What follows belongs to an exercise in optimizing a design on an open flow for small area and a short achievable clock period; a production flow would make more cautious choices. In this exercise RTL edits were held to simulation tests only and were not proved equivalent to the original. Power is estimated from default activity; no workload was simulated.

Setup of run a:
==> flow/design.v <==
module mem_port_arbiter (
  input  logic        clk,
  input  logic        rst,
  input  logic        req_0_vld_in,
  input  logic [47:0] req_0_address_in,
  output logic        req_0_afull_out,
  input  logic        req_1_vld_in,
  input  logic [47:0] req_1_address_in,
  output logic        req_1_afull_out,
  input  logic        req_2_vld_in,
  input  logic [47:0] req_2_address_in,
  output logic        req_2_afull_out,
  input  logic        rsp_0_afull_in,
  output logic        rsp_0_write_en_out,
  output logic [63:0] rsp_0_data_out,
  input  logic        rsp_1_afull_in,
  output logic        rsp_1_write_en_out,
  output logic [63:0] rsp_1_data_out,
  input  logic        rsp_2_afull_in,
  output logic        rsp_2_write_en_out,
  output logic [63:0] rsp_2_data_out,
  input  logic        mem_rq_afull_in,
  output logic        mem_rq_vld_out,
  output logic [47:0] mem_rq_address_out,
  output logic        mem_rs_afull_out,
  input  logic        mem_rs_write_en_in,
  input  logic [63:0] mem_rs_data_in,
  output logic        idle_out,
  output logic        err_out
);
  localparam int NREQ = 3;
  localparam int AW   = 48;
  localparam int DW   = 64;
  localparam int IND  = 16;
  localparam int TAGD = 64;
  logic [NREQ-1:0] push_vld;
  logic [AW-1:0]   push_addr [NREQ];
  assign push_vld     = {req_2_vld_in, req_1_vld_in, req_0_vld_in};
  assign push_addr[0] = req_0_address_in;
  assign push_addr[1] = req_1_address_in;
  assign push_addr[2] = req_2_address_in;
  logic [AW-1:0]   in_mem [NREQ][IND];
  logic [4:0]      in_wr_ptr [NREQ];
  logic [4:0]      in_rd_ptr [NREQ];
  logic [4:0]      in_occ    [NREQ];
  logic [NREQ-1:0] in_nonempty, in_full, push_ok, pop, in_up, in_dn, req_afull;
  always_comb begin
    for (int r = 0; r < NREQ; r++) begin
      in_occ[r]  = in_wr_ptr[r] - in_rd_ptr[r];
      push_ok[r] = push_vld[r] & ~in_full[r];
    end
  end
  logic [1:0]      last_id;
  logic [1:0]      cand;
  logic [NREQ-1:0] cand_oh;
  logic            any_nonempty;
  logic            grant_vld;
  logic            tag_full;
  always_comb begin
    case (last_id)
      2'd0:    cand = in_nonempty[1] ? 2'd1 : (in_nonempty[2] ? 2'd2 : 2'd0);
      2'd1:    cand = in_nonempty[2] ? 2'd2 : (in_nonempty[0] ? 2'd0 : 2'd1);
      default: cand = in_nonempty[0] ? 2'd0 : (in_nonempty[1] ? 2'd1 : 2'd2);
    endcase
    for (int r = 0; r < NREQ; r++) cand_oh[r] = (cand == 2'(r));
  end
  assign any_nonempty = |in_nonempty;
  assign grant_vld    = ~mem_rq_afull_in & ~tag_full & any_nonempty;
  always_comb begin
    for (int r = 0; r < NREQ; r++) begin
      pop[r]   = ~mem_rq_afull_in & ~tag_full & cand_oh[r] & in_nonempty[r];
      in_up[r] = push_ok[r] & ~pop[r];
      in_dn[r] = pop[r] & ~push_ok[r];
    end
  end
  always_ff @(posedge clk) begin
    for (int r = 0; r < NREQ; r++) begin
      for (int e = 0; e < IND; e++) begin
        if (!in_full[r] && in_wr_ptr[r][3:0] == 4'(e)) in_mem[r][e] <= push_addr[r];
      end
    end
  end
  always_ff @(posedge clk) begin
    if (rst) begin
      for (int r = 0; r < NREQ; r++) begin
        in_wr_ptr[r] <= '0;
        in_rd_ptr[r] <= '0;
      end
      in_nonempty <= '0;
      in_full     <= '0;
      req_afull   <= '0;
    end else begin
      for (int r = 0; r < NREQ; r++) begin
        if (push_ok[r]) in_wr_ptr[r] <= in_wr_ptr[r] + 5'd1;
        if (pop[r])     in_rd_ptr[r] <= in_rd_ptr[r] + 5'd1;
        if (in_up[r]) begin
          in_nonempty[r] <= 1'b1;
          in_full[r]     <= (in_occ[r] == 5'd15);
          req_afull[r]   <= (in_occ[r] >= 5'd11);
        end else if (in_dn[r]) begin
          in_nonempty[r] <= (in_occ[r] != 5'd1);
          in_full[r]     <= 1'b0;
          req_afull[r]   <= (in_occ[r] >= 5'd13);
        end else begin
          req_afull[r]   <= (in_occ[r] >= 5'd12);
        end
      end
    end
  end
  logic [IND-1:0] rd_oh [NREQ];
  logic [AW-1:0]  head  [NREQ];
  logic [AW-1:0]  pick;
  always_ff @(posedge clk) begin
    for (int r = 0; r < NREQ; r++) begin
      if (rst)         rd_oh[r] <= IND'(1);
      else if (pop[r]) rd_oh[r] <= {rd_oh[r][IND-2:0], rd_oh[r][IND-1]};
    end
  end
  always_comb begin
    pick = '0;
    for (int r = 0; r < NREQ; r++) begin
      head[r] = '0;
      for (int e = 0; e < IND; e++) begin
        head[r] = head[r] | ({AW{rd_oh[r][e]}} & in_mem[r][e]);
      end
      pick = pick | ({AW{cand_oh[r]}} & head[r]);
    end
  end
  logic          rq_vld;
  logic [AW-1:0] rq_addr;
  always_ff @(posedge clk) begin
    rq_addr <= pick;
  end
  always_ff @(posedge clk) begin
    if (rst) begin
      rq_vld  <= 1'b0;
      last_id <= 2'd2;
    end else begin
      rq_vld <= grant_vld;
      if (grant_vld) last_id <= cand;
    end
  end
  logic [1:0] tag_mem [TAGD];
  logic [6:0] tag_wr_ptr, tag_rd_ptr, tag_occ;
  logic       tag_nonempty, tag_pop, tag_up, tag_dn, rs_orphan;
  logic [1:0] tag_head;
  assign tag_occ   = tag_wr_ptr - tag_rd_ptr;
  assign tag_pop   = mem_rs_write_en_in & tag_nonempty;
  assign rs_orphan = mem_rs_write_en_in & ~tag_nonempty;
  assign tag_up    = grant_vld & ~tag_pop;
  assign tag_dn    = tag_pop & ~grant_vld;
  assign tag_head  = tag_mem[tag_rd_ptr[5:0]];
  always_ff @(posedge clk) begin
    for (int e = 0; e < TAGD; e++) begin
      if (!tag_full && tag_wr_ptr[5:0] == 6'(e)) tag_mem[e] <= cand;
    end
  end
  always_ff @(posedge clk) begin
    if (rst) begin
      tag_wr_ptr   <= '0;
      tag_rd_ptr   <= '0;
      tag_nonempty <= 1'b0;
      tag_full     <= 1'b0;
    end else begin
      if (grant_vld) tag_wr_ptr <= tag_wr_ptr + 7'd1;
      if (tag_pop)   tag_rd_ptr <= tag_rd_ptr + 7'd1;
      if (tag_up) begin
        tag_nonempty <= 1'b1;
        tag_full     <= (tag_occ == 7'd63);
      end else if (tag_dn) begin
        tag_nonempty <= (tag_occ != 7'd1);
        tag_full     <= 1'b0;
      end
    end
  end
  logic [NREQ-1:0] rsp_we;
  logic [DW-1:0]   rsp_data;
  logic            err, rs_afull, idle;
  always_ff @(posedge clk) begin
    rsp_data <= mem_rs_data_in;
  end
  always_ff @(posedge clk) begin
    if (rst) begin
      rsp_we   <= '0;
      err      <= 1'b0;
      rs_afull <= 1'b0;
      idle     <= 1'b1;
    end else begin
      for (int r = 0; r < NREQ; r++) rsp_we[r] <= tag_pop & (tag_head == 2'(r));
      err      <= err | (|(push_vld & in_full)) | rs_orphan;
      rs_afull <= rsp_0_afull_in | rsp_1_afull_in | rsp_2_afull_in;
      idle     <= ~tag_nonempty & ~any_nonempty & ~(|push_vld);
    end
  end
  assign req_0_afull_out    = req_afull[0];
  assign req_1_afull_out    = req_afull[1];
  assign req_2_afull_out    = req_afull[2];
  assign rsp_0_write_en_out = rsp_we[0];
  assign rsp_1_write_en_out = rsp_we[1];
  assign rsp_2_write_en_out = rsp_we[2];
  assign rsp_0_data_out     = rsp_data;
  assign rsp_1_data_out     = rsp_data;
  assign rsp_2_data_out     = rsp_data;
  assign mem_rq_vld_out     = rq_vld;
  assign mem_rq_address_out = rq_addr;
  assign mem_rs_afull_out   = rs_afull;
  assign idle_out           = idle;
  assign err_out            = err;
endmodule
export LEC_CHECK = 0
export ABC_AREA = 1
export CAP_MARGIN = 20
export CORE_MARGIN = 2
export CORE_UTILIZATION = 60
export CTS_CLUSTER_DIAMETER = 150
export CTS_CLUSTER_SIZE = 25
export SETUP_SLACK_MARGIN = 3.7
export SLEW_MARGIN = 20
create_clock -name core_clock -period 6.0 [get_ports {clk}]
standard.sh (not shown) runs the stock make flow with config.mk's settings and CLKGATE_MAP_FILE= SYNTH_SCRIPT=/design/flow/synth_recipe.tcl, a recipe that flattens the netlist after the stock synthesis.
==> flow/flow/run.sh <==
#!/bin/bash
# The standard layout (standard.sh, synthesis unchanged) with two
# changes: the port buffers are the smallest buffer cell, and after global
# placement each flip-flop that only feeds output-port buffers is moved next
# to those buffers (pull_out_flops.tcl) before legalization. Each step's
# output goes to its own log file in this folder.
set -euo pipefail
PORTBUF="BUFFER_PORTS_ARGS=-buffer_cell sky130_fd_sc_hd__buf_1"
RES="$PWD/orfs/results/${FLOW_PLATFORM}/mem_port_arbiter/base"
bash standard.sh synth > synth.log 2>&1
bash standard.sh "$PORTBUF" floorplan > floorplan.log 2>&1
bash standard.sh "$PORTBUF" "$RES/3_3_place_gp.odb" > place_gp.log 2>&1
cp "$RES/3_3_place_gp.odb" "$RES/3_3_place_gp.unpulled.odb"
ODB_IN="$RES/3_3_place_gp.unpulled.odb" ODB_OUT="$RES/3_3_place_gp.odb" \
  openroad -no_init -exit flow/pull_out_flops.tcl > pull_out_flops.log 2>&1
bash standard.sh "$PORTBUF" place > place.log 2>&1
bash standard.sh "$PORTBUF" cts > cts.log 2>&1
bash standard.sh "$PORTBUF" route > route.log 2>&1
bash standard.sh "$PORTBUF" finish > finish.log 2>&1
test -f out/final.def
Other scripts of this flow, unchanged in this note and not shown: flow/flow/pull_out_flops.tcl
> inputs changed (run a -> run b)
--- a/flow/design.v
+++ b/flow/design.v
@@ -73,10 +73,27 @@
       in_dn[r] = pop[r] & ~push_ok[r];
     end
   end
+  logic [IND-1:0] we_q   [NREQ];
+  logic [IND-1:0] wr_dec [NREQ];
+  logic [NREQ-1:0] full_nxt;
+  always_comb begin
+    for (int r = 0; r < NREQ; r++) begin
+      for (int e = 0; e < IND; e++) wr_dec[r][e] = (in_wr_ptr[r][3:0] == 4'(e));
+      full_nxt[r] = in_up[r] ? (in_occ[r] == 5'd15) : (in_dn[r] ? 1'b0 : in_full[r]);
+    end
+  end
+  always_ff @(posedge clk) begin
+    for (int r = 0; r < NREQ; r++) begin
+      if (rst)             we_q[r] <= IND'(1);
+      else if (full_nxt[r]) we_q[r] <= '0;
+      else if (push_ok[r]) we_q[r] <= {wr_dec[r][IND-2:0], wr_dec[r][IND-1]};
+      else                 we_q[r] <= wr_dec[r];
+    end
+  end
   always_ff @(posedge clk) begin
     for (int r = 0; r < NREQ; r++) begin
       for (int e = 0; e < IND; e++) begin
-        if (!in_full[r] && in_wr_ptr[r][3:0] == 4'(e)) in_mem[r][e] <= push_addr[r];
+        if (we_q[r][e]) in_mem[r][e] <= push_addr[r];
       end
     end
   end
==> run summary <==
All of run b and run a finish clean.
Diff run a..run b | sequential power | negligible
Area share of buffers outside the clock network was lower in the run labelled run b.
Run b vs. run a: wire length reported by the detailed router comparable; leakage power rose 1.0%; portion of total power attributed to the clock network +2.1 points.
Cmp run b vs run a: post-detailed-route via-to-cell ratio lower in run b
Between run a and run b, the flow reports final design area excluding fillers increasing slightly.
Diff run a -> run b: area fraction of clock buffers and clock inverters flat; total power went down by about 5.4%.
Looking at core region area, run b sits 0.0024 mm2 above run a.
Taking run a as the reference, in run b minimum setup slack in the final design decreased 21 ps; fraction of area in registers increased 0.60 points; time the final worst path needs with I/O delays and setup increased 21 ps.


Another version of the RTL of mem_port_arbiter (not shown whole).
Size: ~6000 cells after synthesis, about 2600 flip-flops, ~470 I/O pins, about 0.10 sq mm of cells after synthesis.
Settings: LEC_CHECK=0, CAP_MARGIN=20, CORE_MARGIN=2, CORE_UTILIZATION=40, SLEW_MARGIN=20; clock period 6.0 ns.
run.sh (not shown) runs the stock make flow with config.mk's settings and CLKGATE_MAP_FILE= SYNTH_SCRIPT=/design/flow/synth_recipe.tcl, a recipe that flattens the netlist after the stock synthesis.
Stock flow here: none of the scripts above is used.
Change:
--- a/flow/design.v
+++ b/flow/design.v
@@ -38,77 +38,70 @@
   assign push_vld     = {req_2_vld_in, req_1_vld_in, req_0_vld_in};
   assign push_addr[0] = req_0_address_in;
   assign push_addr[1] = req_1_address_in;
   assign push_addr[2] = req_2_address_in;
   logic [AW-1:0] in_mem [NREQ][IND];
   logic [3:0]    in_wr_ptr [NREQ];
   logic [3:0]    in_rd_ptr [NREQ];
   logic [4:0]    in_cnt    [NREQ];
+  logic [4:0]    in_cnt_nxt[NREQ];
   logic [NREQ-1:0] in_nonempty, in_full, push_ok, pop, req_afull;
   always_comb begin
     for (int r = 0; r < NREQ; r++) begin
-      push_ok[r] = push_vld[r] & ~in_full[r];
+      in_nonempty[r] = (in_cnt[r] != 5'd0);
+      in_full[r]     = in_cnt[r][4];
+      push_ok[r]     = push_vld[r] & ~in_full[r];
     end
   end
   logic [1:0] last_id;
   logic [1:0] cand;
   logic [NREQ-1:0] cand_oh;
   logic       any_nonempty;
   logic       grant_vld;
-  logic       tag_full;
+  logic [6:0] tag_cnt;
   logic       issue_ok;
   always_comb begin
     case (last_id)
       2'd0:    cand = in_nonempty[1] ? 2'd1 : (in_nonempty[2] ? 2'd2 : 2'd0);
       2'd1:    cand = in_nonempty[2] ? 2'd2 : (in_nonempty[0] ? 2'd0 : 2'd1);
       default: cand = in_nonempty[0] ? 2'd0 : (in_nonempty[1] ? 2'd1 : 2'd2);
     endcase
     for (int r = 0; r < NREQ; r++) cand_oh[r] = (cand == 2'(r));
   end
   assign any_nonempty = |in_nonempty;
-  assign issue_ok     = ~mem_rq_afull_in & ~tag_full;
+  assign issue_ok     = ~mem_rq_afull_in & ~tag_cnt[6];
   assign grant_vld    = issue_ok & any_nonempty;
   always_comb begin
-    for (int r = 0; r < NREQ; r++) pop[r] = grant_vld & cand_oh[r];
+    for (int r = 0; r < NREQ; r++) begin
+      pop[r]        = grant_vld & cand_oh[r];
+      in_cnt_nxt[r] = in_cnt[r] + 5'(push_ok[r]) - 5'(pop[r]);
+    end
   end
   always_ff @(posedge clk) begin
     for (int r = 0; r < NREQ; r++) begin
       for (int e = 0; e < IND; e++) begin
         if (push_ok[r] && in_wr_ptr[r] == 4'(e)) in_mem[r][e] <= push_addr[r];
       end
     end
   end
   always_ff @(posedge clk) begin
     if (rst) begin
       for (int r = 0; r < NREQ; r++) begin
         in_wr_ptr[r] <= '0;
         in_rd_ptr[r] <= '0;
         in_cnt[r]    <= '0;
       end
-      in_nonempty <= '0;
-      in_full     <= '0;
-      req_afull   <= '0;
+      req_afull <= '0;
     end else begin
       for (int r = 0; r < NREQ; r++) begin
         if (push_ok[r]) in_wr_ptr[r] <= in_wr_ptr[r] + 4'd1;
         if (pop[r])     in_rd_ptr[r] <= in_rd_ptr[r] + 4'd1;
-        if (push_ok[r] && !pop[r]) begin
-          in_cnt[r]      <= in_cnt[r] + 5'd1;
-          in_nonempty[r] <= 1'b1;
-          in_full[r]     <= (in_cnt[r] == 5'd15);
-          req_afull[r]   <= (in_cnt[r] >= 5'd11);
-        end else if (pop[r] && !push_ok[r]) begin
-          in_cnt[r]      <= in_cnt[r] - 5'd1;
-          in_nonempty[r] <= (in_cnt[r] != 5'd1);
-          in_full[r]     <= 1'b0;
-          req_afull[r]   <= (in_cnt[r] >= 5'd13);
-        end else begin
-          req_afull[r]   <= (in_cnt[r] >= 5'd12);
-        end
+        in_cnt[r]    <= in_cnt_nxt[r];
+        req_afull[r] <= (in_cnt_nxt[r] >= 5'd12);
       end
     end
   end
   logic [AW-1:0] head [NREQ];
   logic [AW-1:0] pick;
   always_comb begin
     pick = '0;
     for (int r = 0; r < NREQ; r++) begin
@@ -130,44 +123,34 @@
       last_id <= 2'd2;
     end else begin
       rq_vld <= grant_vld;
       if (grant_vld) last_id <= cand;
     end
   end
   logic [1:0] tag_mem [TAGD];
   logic [5:0] tag_wr_ptr, tag_rd_ptr;
-  logic [6:0] tag_cnt;
   logic       tag_nonempty, tag_pop, rs_orphan;
   logic [1:0] tag_head;
+  assign tag_nonempty = (tag_cnt != 7'd0);
   assign tag_pop      = mem_rs_write_en_in & tag_nonempty;
   assign rs_orphan    = mem_rs_write_en_in & ~tag_nonempty;
   assign tag_head     = tag_mem[tag_rd_ptr];
   always_ff @(posedge clk) begin
     if (grant_vld) tag_mem[tag_wr_ptr] <= cand;
   end
   always_ff @(posedge clk) begin
     if (rst) begin
-      tag_wr_ptr   <= '0;
-      tag_rd_ptr   <= '0;
-      tag_cnt      <= '0;
-      tag_nonempty <= 1'b0;
-      tag_full     <= 1'b0;
+      tag_wr_ptr <= '0;
+      tag_rd_ptr <= '0;
+      tag_cnt    <= '0;
     end else begin
       if (grant_vld) tag_wr_ptr <= tag_wr_ptr + 6'd1;
       if (tag_pop)   tag_rd_ptr <= tag_rd_ptr + 6'd1;
-      if (grant_vld && !tag_pop) begin
-        tag_cnt      <= tag_cnt + 7'd1;
-        tag_nonempty <= 1'b1;
-        tag_full     <= (tag_cnt == 7'd63);
-      end else if (tag_pop && !grant_vld) begin
-        tag_cnt      <= tag_cnt - 7'd1;
-        tag_nonempty <= (tag_cnt != 7'd1);
-        tag_full     <= 1'b0;
-      end
+      tag_cnt <= tag_cnt + 7'(grant_vld) - 7'(tag_pop);
     end
   end
   logic [NREQ-1:0] rsp_we;
   logic [DW-1:0]   rsp_data;
   logic            err, rs_afull, idle;
   always_ff @(posedge clk) begin
     rsp_data <= mem_rs_data_in;
   end
=> The changed run completed with no timing, DRC or antenna violations. Clock skew climbs by 29 ps. Wire length went up by about 1.5%. Global-route usage is higher by 0.43 points. Design area decreases by 0.68%. Maximum frequency drops by 6.0%. First-iteration DRC count rises by 15%. Count of clock-buffer cells in the layout came out higher by 1. Via count fell by about 0.36%. Setup slack got worse by 240 ps. Synthesized area falls by about 0.7%. Core utilization barely changes. Worst hold slack is better by 30 ps. Power is higher by about 14%.

## port drivers added, routing unchanged
No port has a modelled driver above. Below, the same layouts with a new extraction and two added sets of constraints. Step 1 assumes that a clkbuf_16 drives the clock port and a buf_2 every other input. Step 2 also shifts input and output timing later by t, the mid clock arrival at the registers, as if the neighbouring blocks saw the same clock. Three values: ideal, step 1, step 2; two values: the first two.
run | t, ns | setup slack, ns | worst setup path at the end
run a | 0.877 | 3.495 / 3.402 / 3.084 | input to register
run b | 0.897 | 3.474 / 3.390 / 2.877 | input to register
the first run of note 2 | 1.010 | 2.205 / 2.205 / 1.494 | input to register
the second run of note 2 | 1.002 | 1.961 / 1.961 / 1.175 | input to register
After both steps setup and hold are still met in every run listed. The setup slack of the second run of note 2, which loses most, moves by 0.000 ns with the drivers and by -0.786 ns with both steps.
